This is an optimization exercise on Yosys and OpenROAD, whose aim is small area and a short achievable clock period, not a production implementation.
Function was checked by simulation only, so behaviour that the tests miss may differ from the original.
Power figures rest on the tool's default switching activity, not on a simulated workload.

### design.v
`timescale 1ns/1ps
`default_nettype none
package rv32i_pkg;
	localparam logic [6:0] OP_REG = 7'b0110011;
	localparam logic [6:0] OP_IMM = 7'b0010011;
	localparam logic [6:0] OP_LUI = 7'b0110111;
	localparam logic [3:0] ALU_ADD  = 4'b0000;
	localparam logic [3:0] ALU_SLL  = 4'b0001;
	localparam logic [3:0] ALU_SLT  = 4'b0010;
	localparam logic [3:0] ALU_SLTU = 4'b0011;
	localparam logic [3:0] ALU_XOR  = 4'b0100;
	localparam logic [3:0] ALU_SRL  = 4'b0101;
	localparam logic [3:0] ALU_OR   = 4'b0110;
	localparam logic [3:0] ALU_AND  = 4'b0111;
	localparam logic [3:0] ALU_SUB  = 4'b1000;
	localparam logic [3:0] ALU_SRA  = 4'b1101;
	localparam logic [1:0] FWD_NONE   = 2'd0;
	localparam logic [1:0] FWD_EX_MEM = 2'd1;
	localparam logic [1:0] FWD_MEM_WB = 2'd2;
endpackage
`default_nettype wire
`timescale 1ns/1ps
`default_nettype none
module fetch_unit #(
	parameter logic [31:0] RESET_PC = 32'h0
) (
	input  wire logic        clk,
	input  wire logic        rst_n,
	input  wire logic        run,
	input  wire logic [31:0] instr,
	output logic      [31:0] instr_addr,
	output logic      [31:0] if_id_instr,
	output logic             if_id_valid
);
	logic [31:0] pc;
	assign instr_addr = pc;  
	always_ff @(posedge clk) begin
		if (!rst_n) begin
			pc          <= RESET_PC;
			if_id_valid <= 1'b0;
		end else if (run) begin
			pc          <= pc + 32'd4;
			if_id_valid <= 1'b1;
			if_id_instr <= instr;
		end
	end
endmodule
`default_nettype wire
`timescale 1ns/1ps
`default_nettype none
module decode_unit (
	input  wire logic        clk,
	input  wire logic        rst_n,
	input  wire logic        run,
	input  wire logic [31:0] if_id_instr,
	input  wire logic        if_id_valid,
	input  wire logic [31:0] rs1_data,
	input  wire logic [31:0] rs2_data,
	output logic      [4:0]  rs1,
	output logic      [4:0]  rs2,
	output logic      [3:0]  ex_alu_op,
	output logic             ex_use_imm,  
	output logic             ex_lui,      
	output logic      [4:0]  ex_rd,
	output logic             ex_wr_en,    
	output logic             ex_valid,
	output logic      [4:0]  ex_rs1,
	output logic      [4:0]  ex_rs2,
	output logic      [31:0] ex_rs1_data,
	output logic      [31:0] ex_rs2_data,
	output logic      [31:0] ex_imm
);
	logic [6:0]  opcode;
	logic [2:0]  funct3;
	logic        alt;    
	logic        known;
	logic [3:0]  alu_op_d;
	logic        use_imm_d;
	logic        lui_d;
	logic [31:0] imm_d;
	assign opcode = if_id_instr[6:0];
	assign funct3 = if_id_instr[14:12];
	assign rs1    = if_id_instr[19:15];
	assign rs2    = if_id_instr[24:20];
	assign alt    = if_id_instr[30];
	always_comb begin
		alu_op_d  = 4'b0;
		use_imm_d = 1'b0;
		lui_d     = 1'b0;
		imm_d     = 32'b0;
		known     = 1'b1;
		case (opcode)
			rv32i_pkg::OP_REG: begin
				alu_op_d = {alt && (funct3 == 3'b000 || funct3 == 3'b101), funct3};
			end
			rv32i_pkg::OP_IMM: begin
				alu_op_d  = {alt && (funct3 == 3'b101), funct3};
				use_imm_d = 1'b1;
				imm_d     = {{20{if_id_instr[31]}}, if_id_instr[31:20]};
			end
			rv32i_pkg::OP_LUI: begin
				lui_d     = 1'b1;
				use_imm_d = 1'b1;
				imm_d     = {if_id_instr[31:12], 12'b0};
			end
			default: known = 1'b0;  
		endcase
	end
	always_ff @(posedge clk) begin
		if (!rst_n) begin
			ex_alu_op  <= 4'b0;
			ex_use_imm <= 1'b0;
			ex_lui     <= 1'b0;
			ex_rd      <= 5'b0;
			ex_wr_en   <= 1'b0;
			ex_valid   <= 1'b0;
		end else if (run) begin
			ex_alu_op   <= alu_op_d;
			ex_use_imm  <= use_imm_d;
			ex_lui      <= lui_d;
			ex_rd       <= if_id_instr[11:7];
			ex_wr_en    <= known && (if_id_instr[11:7] != 5'b0);
			ex_valid    <= if_id_valid;
			ex_rs1      <= rs1;
			ex_rs2      <= rs2;
			ex_rs1_data <= rs1_data;
			ex_rs2_data <= rs2_data;
			ex_imm      <= imm_d;
		end
	end
endmodule
`default_nettype wire
`timescale 1ns/1ps
`default_nettype none
module regfile (
	input  wire logic        clk,
	input  wire logic        rst_n,
	input  wire logic [4:0]  rs1,
	input  wire logic [4:0]  rs2,
	input  wire logic        wb_valid,
	input  wire logic [4:0]  wb_rd,
	input  wire logic [31:0] wb_data,
	output logic      [31:0] rs1_data,
	output logic      [31:0] rs2_data
);
	logic [31:0] regs [1:31];  
	always_comb begin
		if (rs1 == 5'd0)
			rs1_data = 32'b0;
		else if (wb_valid && wb_rd == rs1)
			rs1_data = wb_data;
		else
			rs1_data = regs[rs1];
		if (rs2 == 5'd0)
			rs2_data = 32'b0;
		else if (wb_valid && wb_rd == rs2)
			rs2_data = wb_data;
		else
			rs2_data = regs[rs2];
	end
	always_ff @(posedge clk) begin
		if (!rst_n) begin
			for (int i = 1; i < 32; i++)
				regs[i] <= 32'b0;
		end else if (wb_valid && wb_rd != 5'd0) begin
			regs[wb_rd] <= wb_data;
		end
	end
endmodule
`default_nettype wire
`timescale 1ns/1ps
`default_nettype none
module forwarding_unit (
	input  wire logic [4:0] ex_rs1,
	input  wire logic [4:0] ex_rs2,
	input  wire logic       ex_use_imm,
	input  wire logic       ex_mem_valid,
	input  wire logic [4:0] ex_mem_rd,
	input  wire logic       wb_valid,
	input  wire logic [4:0] wb_rd,
	output logic      [1:0] fwd_a,
	output logic      [1:0] fwd_b
);
	always_comb begin
		if (ex_mem_valid && ex_mem_rd == ex_rs1)
			fwd_a = rv32i_pkg::FWD_EX_MEM;
		else if (wb_valid && wb_rd == ex_rs1)
			fwd_a = rv32i_pkg::FWD_MEM_WB;
		else
			fwd_a = rv32i_pkg::FWD_NONE;
		if (ex_use_imm)
			fwd_b = rv32i_pkg::FWD_NONE;
		else if (ex_mem_valid && ex_mem_rd == ex_rs2)
			fwd_b = rv32i_pkg::FWD_EX_MEM;
		else if (wb_valid && wb_rd == ex_rs2)
			fwd_b = rv32i_pkg::FWD_MEM_WB;
		else
			fwd_b = rv32i_pkg::FWD_NONE;
	end
endmodule
`default_nettype wire
`timescale 1ns/1ps
`default_nettype none
module exec_pipe (
	input  wire logic        clk,
	input  wire logic        rst_n,
	input  wire logic        run,
	input  wire logic [3:0]  ex_alu_op,
	input  wire logic        ex_use_imm,
	input  wire logic        ex_lui,
	input  wire logic [4:0]  ex_rd,
	input  wire logic        ex_wr_en,
	input  wire logic        ex_valid,
	input  wire logic [31:0] ex_rs1_data,
	input  wire logic [31:0] ex_rs2_data,
	input  wire logic [31:0] ex_imm,
	input  wire logic [1:0]  fwd_a,
	input  wire logic [1:0]  fwd_b,
	output logic             ex_mem_valid,
	output logic      [4:0]  ex_mem_rd,
	output logic      [31:0] ex_mem_data,
	output logic             wb_valid,
	output logic      [4:0]  wb_rd,
	output logic      [31:0] wb_data
);
	logic [31:0] op_a;
	logic [31:0] op_b;
	logic [31:0] alu_y;
	logic        mem_wb_valid;
	always_comb begin
		case (fwd_a)
			rv32i_pkg::FWD_EX_MEM: op_a = ex_mem_data;
			rv32i_pkg::FWD_MEM_WB: op_a = wb_data;
			default:    op_a = ex_rs1_data;
		endcase
		if (ex_use_imm)
			op_b = ex_imm;
		else if (fwd_b == rv32i_pkg::FWD_EX_MEM)
			op_b = ex_mem_data;
		else if (fwd_b == rv32i_pkg::FWD_MEM_WB)
			op_b = wb_data;
		else
			op_b = ex_rs2_data;
	end
	always_comb begin
		case (ex_alu_op)
			rv32i_pkg::ALU_ADD:  alu_y = op_a + op_b;
			rv32i_pkg::ALU_SUB:  alu_y = op_a - op_b;
			rv32i_pkg::ALU_SLL:  alu_y = op_a << op_b[4:0];
			rv32i_pkg::ALU_SLT:  alu_y = {31'b0, $signed(op_a) < $signed(op_b)};
			rv32i_pkg::ALU_SLTU: alu_y = {31'b0, op_a < op_b};
			rv32i_pkg::ALU_XOR:  alu_y = op_a ^ op_b;
			rv32i_pkg::ALU_SRL:  alu_y = op_a >> op_b[4:0];
			rv32i_pkg::ALU_SRA:  alu_y = $unsigned($signed(op_a) >>> op_b[4:0]);
			rv32i_pkg::ALU_OR:   alu_y = op_a | op_b;
			rv32i_pkg::ALU_AND:  alu_y = op_a & op_b;
			default:  alu_y = op_a + op_b;
		endcase
	end
	always_ff @(posedge clk) begin
		if (!rst_n) begin
			ex_mem_valid <= 1'b0;
			mem_wb_valid <= 1'b0;
		end else if (run) begin
			ex_mem_valid <= ex_valid && ex_wr_en;
			ex_mem_rd    <= ex_rd;
			ex_mem_data  <= ex_lui ? ex_imm : alu_y;  
			mem_wb_valid <= ex_mem_valid;
			wb_rd        <= ex_mem_rd;
			wb_data      <= ex_mem_data;
		end
	end
	assign wb_valid = mem_wb_valid && run;  
endmodule
`default_nettype wire
`timescale 1ns/1ps
`default_nettype none
module rv32i_pipeline #(
	parameter logic [31:0] RESET_PC = 32'h0
) (
	input  wire logic        clk,
	input  wire logic        rst_n,
	input  wire logic        run,
	output logic      [31:0] instr_addr,
	input  wire logic [31:0] instr,
	output logic             wb_valid,
	output logic      [4:0]  wb_rd,
	output logic      [31:0] wb_data
);
	logic [31:0] if_id_instr;
	logic        if_id_valid;
	logic [4:0]  rs1;
	logic [4:0]  rs2;
	logic [31:0] rs1_data;
	logic [31:0] rs2_data;
	logic [3:0]  ex_alu_op;
	logic        ex_use_imm;
	logic        ex_lui;
	logic [4:0]  ex_rd;
	logic        ex_wr_en;
	logic        ex_valid;
	logic [4:0]  ex_rs1;
	logic [4:0]  ex_rs2;
	logic [31:0] ex_rs1_data;
	logic [31:0] ex_rs2_data;
	logic [31:0] ex_imm;
	logic        ex_mem_valid;
	logic [4:0]  ex_mem_rd;
	logic [31:0] ex_mem_data;
	logic [1:0]  fwd_a;
	logic [1:0]  fwd_b;
	fetch_unit #(
		.RESET_PC(RESET_PC)
	) i_fetch (
		.clk         (clk),
		.rst_n       (rst_n),
		.run         (run),
		.instr       (instr),
		.instr_addr  (instr_addr),
		.if_id_instr (if_id_instr),
		.if_id_valid (if_id_valid)
	);
	decode_unit i_decode (
		.clk         (clk),
		.rst_n       (rst_n),
		.run         (run),
		.if_id_instr (if_id_instr),
		.if_id_valid (if_id_valid),
		.rs1_data    (rs1_data),
		.rs2_data    (rs2_data),
		.rs1         (rs1),
		.rs2         (rs2),
		.ex_alu_op   (ex_alu_op),
		.ex_use_imm  (ex_use_imm),
		.ex_lui      (ex_lui),
		.ex_rd       (ex_rd),
		.ex_wr_en    (ex_wr_en),
		.ex_valid    (ex_valid),
		.ex_rs1      (ex_rs1),
		.ex_rs2      (ex_rs2),
		.ex_rs1_data (ex_rs1_data),
		.ex_rs2_data (ex_rs2_data),
		.ex_imm      (ex_imm)
	);
	regfile i_regfile (
		.clk      (clk),
		.rst_n    (rst_n),
		.rs1      (rs1),
		.rs2      (rs2),
		.wb_valid (wb_valid),
		.wb_rd    (wb_rd),
		.wb_data  (wb_data),
		.rs1_data (rs1_data),
		.rs2_data (rs2_data)
	);
	forwarding_unit i_fwd (
		.ex_rs1       (ex_rs1),
		.ex_rs2       (ex_rs2),
		.ex_use_imm   (ex_use_imm),
		.ex_mem_valid (ex_mem_valid),
		.ex_mem_rd    (ex_mem_rd),
		.wb_valid     (wb_valid),
		.wb_rd        (wb_rd),
		.fwd_a        (fwd_a),
		.fwd_b        (fwd_b)
	);
	exec_pipe i_exec (
		.clk          (clk),
		.rst_n        (rst_n),
		.run          (run),
		.ex_alu_op    (ex_alu_op),
		.ex_use_imm   (ex_use_imm),
		.ex_lui       (ex_lui),
		.ex_rd        (ex_rd),
		.ex_wr_en     (ex_wr_en),
		.ex_valid     (ex_valid),
		.ex_rs1_data  (ex_rs1_data),
		.ex_rs2_data  (ex_rs2_data),
		.ex_imm       (ex_imm),
		.fwd_a        (fwd_a),
		.fwd_b        (fwd_b),
		.ex_mem_valid (ex_mem_valid),
		.ex_mem_rd    (ex_mem_rd),
		.ex_mem_data  (ex_mem_data),
		.wb_valid     (wb_valid),
		.wb_rd        (wb_rd),
		.wb_data      (wb_data)
	);
endmodule
`default_nettype wire
### constraint.sdc
create_clock -name core_clock -period 5.5 [get_ports {clk}]
set_input_delay 1.1000 -clock core_clock [delete_from_list [all_inputs] [get_ports {clk}]]
set_output_delay 1.1000 -clock core_clock [all_outputs]
set_load 0.01 [all_outputs]
### run.sh
#!/bin/bash
# synth_recipe.tcl (not shown) runs the flow's synth.tcl, then flattens the netlist and writes it again
# the make line also repeats each setting of config.mk as NAME=value (left out here)
make -C /OpenROAD-flow-scripts/flow DESIGN_CONFIG=/design/flow/config.mk WORK_HOME=/design/flow/orfs CLKGATE_MAP_FILE= SYNTH_SCRIPT=/design/flow/synth_recipe.tcl finish
### config.mk
export PLATFORM = sky130hd
export DESIGN_NAME = rv32i_pipeline
export DESIGN_NICKNAME = rv32i_pipeline
export VERILOG_FILES = /design/flow/design.v
export SDC_FILE = /design/flow/constraint.sdc
export NUM_CORES = 4
export LEC_CHECK = 0
export CAP_MARGIN = 20
export CORE_MARGIN = 2
export CORE_UTILIZATION = 40
export SLEW_MARGIN = 20
==> metrics.md <==
| Metric | Value |
|---|---|
| Unique masters post-synth | `91` |
| # IOs | `approximately 110` |
| Most frequent cells in the layout | `edfxtp_1, and2_1, mux4_2` |
| Synthesized cell area | `0.0744 mm2` |
| Area of the core | `0.185 mm2` |
| Fmax achieved | `approximately 190 MHz` |
| Worst Skew | `around 0.053 ns` |
| Reg clk slew, reported paths | `0.06 ns` |
| Synth Warn # | `5` |
| Sink Count | `1282` |
| CP Cell Sequence | `xor2_1 > nor4_4 > buf_6 > nand2_2 > buf_4 > buf_4 > nor2_1 > a311oi_1 > a21o_1 > ha_1 > inv_1 > a21oi_1 > a2bb2oi_1 > buf_4 > nand3b_1 > a21oi_1 > buf_4 > o21ai_0 > a21oi_1 > xor2_1 > nand2_1 > o2111ai_1 > o32a_1` |
| Rows | `about 160` |
| Number of global-route vias before repair | `roughly 54000` |
| Grt total ovfl | `0` |
| Initial drt markers | `around 6500` |
| GPL Wtd Cong | `just over 1` |
| Clock root cell | `clkbuf_16` |
| Max clock buf depth | `3` |
| Setup crit start kind | `register` |
| Pwr dens | `294 mW/mm2` |
| Pre-Repair DR Iteration Count | `6` |
| Slew Viols, Final | `0` |
| Critical Path Sink Type | `register` |
| Max-Cap Viols | `0` |
| Hold Buf Count CTS | `0` |
| Die area | `0.189 mm2` |
| Most used cell, CP | `buf_4` |
| Most frequent standard cell in the layout excluding fill and tap cells | `edfxtp_1` |
| Layout area overhead | `17.1%` |
| Main synth FF type | `edfxtp_1` |
| Mean Syn Cell Area | `13.2 um2` |
| Final Non-Filler Cells | `~8600` |
| Hpwl dp | `around 180000 um` |
| Post-Route WL | `around 280000 um` |
| H-tree level count | `4` |
| Seq/Total Area, Yosys | `51.1%` |
| Final Hold Viols | `0` |
| Number of synthesized flops with an enable pin | `approximately 1200` |
| Status | `no timing/DRC/antenna violations` |
| Num CTS Buffers | `about 150` |
| Seq cells post-synth | `~1300` |
| Asr flop ratio synth | `0%` |
| Cells after Synth | `between 5000 and 6000` |
| DRT antenna net count | `0` |
| Top-area cell type share of the netlist area | `between 40 and 50%` |
| Core Util, Final | `between 40% and 50%` |
| Port Buf Inserts | `slightly above 100` |
| CP delay by family, top | `compound AO/OA/AOI/OAI gates` |
| Synth area leader | `edfxtp_1` |
| Chip height | `about 440 um` |
| Endpoints failing setup | `0` |
| Required time of the critical path | `~6.0 ns` |
| Worst path bufs/invs | `6` |
| DP Cell Count | `approximately 8400` |
| Top cells by area, synth | `edfxtp_1, mux4_2, and2_1` |
| Leakage | `approximately 32 nW` |
| Hold Crit Class | `reg -> reg` |
| Worst Path Max Fanout | `21` |
| Share of layout cells above drive strength 1 | `a little over a quarter` |
| All-Layer GR Usage | `29.3%` |
| Vias/cell | `6.17` |
| Crit Path Class | `reg -> reg` |
| Global-route wire length before repair | `399000 um` |
| Initial antenna violation count | `12` |
| Slew @ Worst Pin | `between 1 and 1.5 ns` |
| Crit-path slowest cell | `edfxtp_1` |
| Min Tclk post-route | `~5.4 ns` |
| Per-cell routed wire length | `roughly 33 um` |
| Clock latency on the worst-skew pair | `roughly 0.83 ns` |
| Vias | `between 50000 and 60000` |
| CTS tree | `built` |
| Largest net degree at the start of global routing | `around 100` |
| Fin nets | `approximately 6200` |
| Period utilization | `97.4%` |
| Slew headroom | `30.9%` |
| Crit path largest cell delay | `roughly 0.42 ns` |
| Initial core utilization | `40.2%` |
| # DRC | `0` |
| Die Wd | `roughly 440 um` |
| Worst endpoint data arrival time | `around 5.9 ns` |
| Worst ir drop on vdd | `roughly 0.00026 V` |
## power by group
group	internal, mW	total (mW)	switching (mW)
registers	11.1	11.4	0.244
logic	1.93	4.53	2.60
clock network	5.45	9.73	4.28
total	18.5	25.6	7.13
## kinds of logic after synthesis
| family | count (synthesis) | synth area share, % |
|---|---|---|
| adder cells (fa/ha/maj) | 100 | 1.70 |
| XOR/XNOR | 92 | 1.08 |
| AND/OR/NAND/NOR | 1912 | 14.1 |
| AO/OA/AOI/OAI | 841 | 7.57 |
| other | 1 | 0.00504 |
| flip-flops | 1282 | 51.1 |
| buffers and inverters | 677 | 3.58 |
| multiplexers | 744 | 20.8 |
## worst reg2reg max path: stages (launching register included)
cell and delay [ns]:
edfxtp_1 0.42, xor2_1 0.21, nor4_4 0.35, buf_6 0.18
nand2_2 0.06, buf_4 0.24, buf_4 0.24, nor2_1 0.09
a311oi_1 0.06, a21o_1 0.19, ha_1 0.41, inv_1 0.08
a21oi_1 0.17, a2bb2oi_1 0.24, buf_4 0.16, nand3b_1 0.07
a21oi_1 0.31, buf_4 0.20, o21ai_0 0.08, a21oi_1 0.31
xor2_1 0.15, nand2_1 0.18, o2111ai_1 0.27, o32a_1 0.41
## final timing paths
check	from	to	slack (ns)	cells past startpoint
min	i_decode.ex_rd[4]	i_exec.ex_mem_rd[4]	0.43	0
max	i_decode.ex_rs2[3]	i_exec.ex_mem_data[21]	0.14	23
max reg2reg	i_decode.ex_rs2[3]	i_exec.ex_mem_data[21]	0.14	23
min reg2reg	i_decode.ex_rd[4]	i_exec.ex_mem_rd[4]	0.43	0
## layer usage
| layer | GRT usage [%] | share of wire (%) | vias to the layer above |
|---|---|---|---|
| li1 | - | - | 22400 |
| met1 | 36.9 | 38 | 27400 |
| met2 | 49.2 | 49 | 2725 |
| met3 | 5.59 | 8.6 | 654 |
| met4 | 13.1 | 5.1 | 6 |
| met5 | 0 | 0.014 | - |
## registers in the layout, indices dropped and copies added, names as in the netlist, 4 cells and up
name	cells
i_decode.ex_alu_op	4
i_decode.ex_imm	32
i_decode.ex_rd	5
i_decode.ex_rs1	5
i_decode.ex_rs1_data	32
i_decode.ex_rs2	5
i_decode.ex_rs2_data	32
i_exec.ex_mem_data	32
i_exec.ex_mem_rd	5
i_exec.wb_data	32
i_exec.wb_rd	5
i_fetch.if_id_instr	32
i_fetch.pc	30
i_regfile.regs	1024
## per-stage QoR
step	TNS [ns]	total power, mW	area (um2)	hold slack, ns	worst slack (ns)
global route	-0.0670	26.3	87200	0.448	-0.0300
global placement	-12.51	16.0	82300	0.418	-0.735
floorplan	0	14.0	74600	0.408	0.0177
finish	0	25.6	87200	0.432	0.140
detailed placement	-12.60	16.0	82300	0.417	-0.753
CTS	0	25.6	87100	0.434	0.00776
## what timing repair did
action	4_1_cts	5_1_grt
endpoints found under the setup margin	0	14
gates resized for setup	0	12
buffers inserted	0	5
## cell type report
type | instances | area [um2]
well taps | 2480 | 3100
flip-flops and latches | 1282 | 38000
multi-input cells | 3723 | 34500
repair buffers | 765 | 6430
clock inverters | 71 | 878
inverters | 105 | 394
fillers | 16500 | 97900
clock buffers | 184 | 3850
diodes | 4 | 10.0
## cells in the mapped netlist, types with 65 or more instances
master and instances:
nand2_1 182, nor3_1 140, a211oi_1 88, ha_1 98, inv_1 100, edfxtp_1 1236, and2_1 984, o21ai_0 164
clkbuf_1 433, a21o_1 69, a31oi_1 65, buf_1 73, mux4_2 641, mux2i_1 92, nand3_1 198, nor2_1 264
a21oi_1 149

-- what the ideal ports hide --
In the flow no input, the clock included, has a driving cell. The finished layout below was timed again as built, in two steps. Step 1 sets driving cells, clkbuf_16 on the clock port and buf_2 on the other inputs (assumed; they add their load-dependent delay and slew). Step 2 moves the port delays by t, midway between the first and last clock arrival at a register: inputs arrive t later, outputs are due t later. That takes back most of the time a late clock gives input paths. Three values: ideal ports, drivers, drivers and shift; two values: the first two.
shift t [ns]: 0.879
setup WS [ns]: 0.140 / 0.140 / -0.510
worst data-port slew with drivers (ns): 0.13
With both steps, setup timing fails in this run, where it was met with ideal ports. For this run, drivers alone change the setup slack by 0.000 ns; drivers and shift together by -0.650 ns.
